Background: an optimization exercise with open tools, aiming at small area. Do not read the settings as production practice.
Function was checked by simulation only, so behaviour that the tests miss may differ from the original.
Power is estimated from default activity; no workload was simulated.

==> inputs of trial 89 <==
Design flash_prog_top, start of the top module:
module flash_prog_top (
	input  logic                                clock_rd2,
	input  logic                                rst_n,
	input  logic [flash_cmd_pkg::CMD_W-1:0]     cmd,
	input  logic [15:0]                         host_data,	 
	input  logic                                host_wr_strobe,
	input  logic [flash_buf_pkg::BUF_AW-1:0]    host_rd_addr,
	input  logic [flash_buf_pkg::FLASH_AW-1:0]  flash_addr_in,
	input  logic                                flash_busy,
	input  logic                                flash_data_valid,
	input  logic [flash_buf_pkg::BYTE_W-1:0]    flash_dout,
	input  logic                                flash_illegal_write,
	input  logic                                flash_illegal_erase,
	output logic [flash_buf_pkg::BYTE_W-1:0]    rd_data,
	output logic [31:0]                         status,
	output logic                                flash_read,
	output logic                                flash_rden,
	output logic                                flash_write,
	output logic                                flash_sector_erase,
	output logic                                flash_en4b,
	output logic                                flash_wren,
	output logic                                flash_shift_bytes,
	output logic [flash_buf_pkg::BYTE_W-1:0]    flash_din,
	output logic [flash_buf_pkg::FLASH_AW-1:0]  flash_addr
);
==> module wbuf_ram, before the edit <==
module wbuf_ram (
	input  logic        clock_rd2,
	input  logic [7:0]  addr_a,	 
	input  logic [7:0]  din_a,
	input  logic        we_a,
	output logic [7:0]  dout_a,	 
	input  logic [6:0]  addr_b,	 
	output logic [7:0]  dout_b
);
	logic [255:0][7:0] mem;
	logic [31:0] lo_a;	 
	logic [7:0]  hi_a;
	logic [31:0] lo_b;
	logic [3:0]  hi_b;
	logic [7:0]  rd_a, rd_b;
	always_comb begin
		for (int j = 0; j < 32; j++)
			lo_a[j] = (addr_a[4:0] == 5'(j));
		for (int j = 0; j < 8; j++)
			hi_a[j] = (addr_a[7:5] == 3'(j));
		for (int j = 0; j < 32; j++)
			lo_b[j] = (addr_b[4:0] == 5'(j));
		for (int j = 0; j < 4; j++)
			hi_b[j] = (addr_b[6:5] == 2'(j));
	end
	always_ff @(posedge clock_rd2) begin
		for (int i = 0; i < 256; i++)
			if (we_a && hi_a[i/32] && lo_a[i%32])
				mem[i] <= din_a;
	end
	byte_mux #(.L(5), .H(3)) u_mux_a (.mem(mem), .lo(lo_a), .hi(hi_a), .dout(rd_a));
	byte_mux #(.L(5), .H(2)) u_mux_b (.mem(mem[127:0]), .lo(lo_b), .hi(hi_b), .dout(rd_b));
	always_ff @(posedge clock_rd2) begin
		dout_a <= rd_a;
		dout_b <= rd_b;
	end
endmodule
==> flow/config.mk <==
export PLATFORM = sky130hd
export DESIGN_NAME = flash_prog_top
export DESIGN_NICKNAME = flash_prog_top
export VERILOG_FILES = /design/flow/design.v
export SDC_FILE = /design/flow/constraint.sdc
export NUM_CORES = 4
export LEC_CHECK = 0
export CAP_MARGIN = 10
export CORE_MARGIN = 2
export CORE_UTILIZATION = 55
export CTS_BUF_LIST = sky130_fd_sc_hd__clkbuf_8
export CTS_CLUSTER_DIAMETER = 60
export CTS_CLUSTER_SIZE = 16
export SLEW_MARGIN = 10
==> flow/constraint.sdc <==
create_clock -name core_clock -period 10.0 [get_ports {clock_rd2}]
set_input_delay 2.0000 -clock core_clock [delete_from_list [all_inputs] [get_ports {clock_rd2}]]
set_output_delay 2.0000 -clock core_clock [all_outputs]
set_load 0.01 [all_outputs]
standard.sh (not shown) runs the stock make flow with config.mk's settings and CLKGATE_MAP_FILE= SYNTH_SCRIPT=/design/flow/synth_recipe.tcl, a recipe that flattens the netlist after the stock synthesis.
==> flow/flow/run.sh <==
#!/bin/bash
# Standard layout, with these changes:
#  - synthesis maps the combinational logic with the area-oriented ABC script in
#    flow/abc_area.script (flip-flops are mapped before ABC, so registers are unchanged);
#  - CTS runs without dummy loads (CTS_ARGS below), with config.mk's buffer list and
#    sink cluster size and diameter;
#  - ports are buffered with buf_1 instead of the cell buffer_ports picks by itself.
set -euo pipefail
W=$(pwd)
F=$W/flow

# ORFS synth.tcl with abc's -script argument replaced right after the preamble sets it
python3 - "$FLOW_HOME/scripts/synth.tcl" "$W/synth_mod.tcl" "$F/abc_area.script" <<'PY'
import sys
src, dst, script = sys.argv[1:4]
s = open(src).read()
anchor = "source $::env(SCRIPTS_DIR)/synth_preamble.tcl\n"
assert anchor in s
s = s.replace(anchor, anchor + "set abc_args [lreplace $abc_args 0 1 -script {%s}]\n" % script, 1)
open(dst, "w").write(s)
PY
# The standard flow's synthesis wrapper, pointed at the modified synth.tcl
python3 - "$W/synth_recipe.tcl" "$W/my_synth.tcl" "$W/synth_mod.tcl" <<'PY'
import sys
src, dst, mod = sys.argv[1:4]
s = open(src).read()
anchor = "$::env(SCRIPTS_DIR)/synth.tcl"
assert anchor in s
open(dst, "w").write(s.replace(anchor, mod, 1))
PY

CTS_ARGS="-sink_clustering_enable -repair_clock_nets -dont_use_dummy_load"
cfg() { sed -n "s/^export $1 *?\?= *//p" config.mk | tail -1; }
V=$(cfg CTS_BUF_LIST); [[ -n "$V" ]] && CTS_ARGS="$CTS_ARGS -buf_list {$V}"
V=$(cfg CTS_CLUSTER_SIZE); [[ -n "$V" ]] && CTS_ARGS="$CTS_ARGS -sink_clustering_size $V"
V=$(cfg CTS_CLUSTER_DIAMETER); [[ -n "$V" ]] && CTS_ARGS="$CTS_ARGS -sink_clustering_max_diameter $V"
echo "CTS_ARGS=$CTS_ARGS" > "$W/cts_args.log"

bash standard.sh SYNTH_SCRIPT="$W/my_synth.tcl" "CTS_ARGS=$CTS_ARGS" \
	"BUFFER_PORTS_ARGS=-buffer_cell sky130_fd_sc_hd__buf_1" finish > "$W/flow_make.log" 2>&1
==> flow/flow/abc_area.script <==
&get -n
&st
&dch
&nf -R 1000
&put
topo
==> build 52 (differences from trial 89) <==
--- a/flow/design.v
+++ b/flow/design.v
@@ -83,18 +83,18 @@
 	logic [255:0][7:0] mem;
 	logic [31:0] lo_a;	 
 	logic [7:0]  hi_a;
-	logic [31:0] lo_b;
-	logic [3:0]  hi_b;
+	logic [15:0] lo_b;
+	logic [7:0]  hi_b;
 	logic [7:0]  rd_a, rd_b;
 	always_comb begin
 		for (int j = 0; j < 32; j++)
 			lo_a[j] = (addr_a[4:0] == 5'(j));
 		for (int j = 0; j < 8; j++)
 			hi_a[j] = (addr_a[7:5] == 3'(j));
-		for (int j = 0; j < 32; j++)
-			lo_b[j] = (addr_b[4:0] == 5'(j));
-		for (int j = 0; j < 4; j++)
-			hi_b[j] = (addr_b[6:5] == 2'(j));
+		for (int j = 0; j < 16; j++)
+			lo_b[j] = (addr_b[3:0] == 4'(j));
+		for (int j = 0; j < 8; j++)
+			hi_b[j] = (addr_b[6:4] == 3'(j));
 	end
 	always_ff @(posedge clock_rd2) begin
 		for (int i = 0; i < 256; i++)
@@ -102,7 +102,7 @@
 				mem[i] <= din_a;
 	end
 	byte_mux #(.L(5), .H(3)) u_mux_a (.mem(mem), .lo(lo_a), .hi(hi_a), .dout(rd_a));
-	byte_mux #(.L(5), .H(2)) u_mux_b (.mem(mem[127:0]), .lo(lo_b), .hi(hi_b), .dout(rd_b));
+	byte_mux #(.L(4), .H(3)) u_mux_b (.mem(mem[127:0]), .lo(lo_b), .hi(hi_b), .dout(rd_b));
 	always_ff @(posedge clock_rd2) begin
 		dout_a <= rd_a;
 		dout_b <= rd_b;
- CAP_MARGIN: 10 -> 20
- SLEW_MARGIN: 10 -> 20
==> trial 68 (differences from trial 89) <==
--- a/flow/design.v
+++ b/flow/design.v
@@ -83,18 +83,18 @@
 	logic [255:0][7:0] mem;
 	logic [31:0] lo_a;	 
 	logic [7:0]  hi_a;
-	logic [31:0] lo_b;
-	logic [3:0]  hi_b;
+	logic [15:0] lo_b;
+	logic [7:0]  hi_b;
 	logic [7:0]  rd_a, rd_b;
 	always_comb begin
 		for (int j = 0; j < 32; j++)
 			lo_a[j] = (addr_a[4:0] == 5'(j));
 		for (int j = 0; j < 8; j++)
 			hi_a[j] = (addr_a[7:5] == 3'(j));
-		for (int j = 0; j < 32; j++)
-			lo_b[j] = (addr_b[4:0] == 5'(j));
-		for (int j = 0; j < 4; j++)
-			hi_b[j] = (addr_b[6:5] == 2'(j));
+		for (int j = 0; j < 16; j++)
+			lo_b[j] = (addr_b[3:0] == 4'(j));
+		for (int j = 0; j < 8; j++)
+			hi_b[j] = (addr_b[6:4] == 3'(j));
 	end
 	always_ff @(posedge clock_rd2) begin
 		for (int i = 0; i < 256; i++)
@@ -102,7 +102,7 @@
 				mem[i] <= din_a;
 	end
 	byte_mux #(.L(5), .H(3)) u_mux_a (.mem(mem), .lo(lo_a), .hi(hi_a), .dout(rd_a));
-	byte_mux #(.L(5), .H(2)) u_mux_b (.mem(mem[127:0]), .lo(lo_b), .hi(hi_b), .dout(rd_b));
+	byte_mux #(.L(4), .H(3)) u_mux_b (.mem(mem[127:0]), .lo(lo_b), .hi(hi_b), .dout(rd_b));
 	always_ff @(posedge clock_rd2) begin
 		dout_a <= rd_a;
 		dout_b <= rd_b;
- CAP_MARGIN: 10 -> 20
- CORE_UTILIZATION: 55 -> 40
- SLEW_MARGIN: 10 -> 20
==> qor summary <==
metric                                                                            build 52           trial 89           trial 68
Int Pwr                                                                           0.0224 W           0.0225 W           0.0226 W
Synthesized-area fraction occupied by xor and xnor cells                         0.0000577           0.000116          0.0000577
Wire length on met3                                                                55.6 mm            54.5 mm            55.5 mm
Hold Path Origin                                                   u_wseq.u_wbuf.dout_a[5]  u_dec.lv_ext_addr  u_dec.lv_ext_addr
Status                                                            timing/DRC/antenna clean  timing/DRC/antenna clean  timing/DRC/antenna clean
Filler Cell Count                                                                    19900              19800              32200
Final Worst Setup Slack                                                            2.99 ns            2.92 ns            2.96 ns
Worst vdd rail ir drop                                                            0.146 mV           0.160 mV           0.162 mV
Synth-to-layout area growth                                                          7.62%              7.68%              8.93%
Fraction of final layout cells sized beyond drive strength 1                        0.0782             0.0810             0.0794
Wire length after detailed routing                                                  466 mm             471 mm             459 mm
Via Count                                                                            90600              90900              90700
Routed wire per std cell                                                           39.4 um            39.8 um            34.5 um
Drt first-iter violations                                                            22600              23100              22900
Number of antenna violations at the first check in global routing                       20                 22                 34
Share of cell area taken by flip-flops and latches                                   0.769              0.769              0.760
Placed Cells                                                                         11500              11500              12900
Combinational power share                                                            0.040              0.041              0.041
Met1 Wirelength                                                                     169 mm             171 mm             176 mm
Timing-limited maximum frequency                                                   143 MHz            141 MHz            142 MHz
Share of the yosys chip area belonging to registers                                  0.828              0.828              0.828
Global-route total usage across every layer                                          0.326              0.328              0.230
Fraction of standard cell area in multi-input logic                                  0.161              0.161              0.160
Power Total                                                                       0.0285 W           0.0286 W           0.0288 W

==> static timing again, ports no longer ideal <==
The results above use ideal ports. As a check the final layouts listed here were re-extracted and re-timed, cells and wires unchanged. Step 1 (the two cells are an assumption about what drives the block):
set clk [get_ports {clock_rd2}]
set_driving_cell -lib_cell sky130_fd_sc_hd__clkbuf_16 $clk
set_driving_cell -lib_cell sky130_fd_sc_hd__buf_2 [delete_from_list [all_inputs] $clk]
Step 2 moves the port delays by t, midway between the first and last clock arrival at a register: inputs arrive t later, outputs are due t later. That takes back most of the time a late clock gives input paths. Slacks: ideal ports / drivers / drivers and shift; pairs: ideal ports / drivers.
| run | t, ns | setup slack, ns | pins driven straight from the clock port |
|---|---|---|---|
| trial 89 | 1.161 | 2.924 / 2.900 / 2.448 | 1 |
| build 52 | 1.161 | 2.993 / 2.964 / 2.528 | 1 |
| trial 68 | 1.163 | 2.964 / 2.937 / 2.511 | 1 |
After both steps every run listed still meets setup and hold. For trial 89, which loses most, drivers alone change the setup slack by -0.024 ns; drivers and shift together by -0.476 ns.
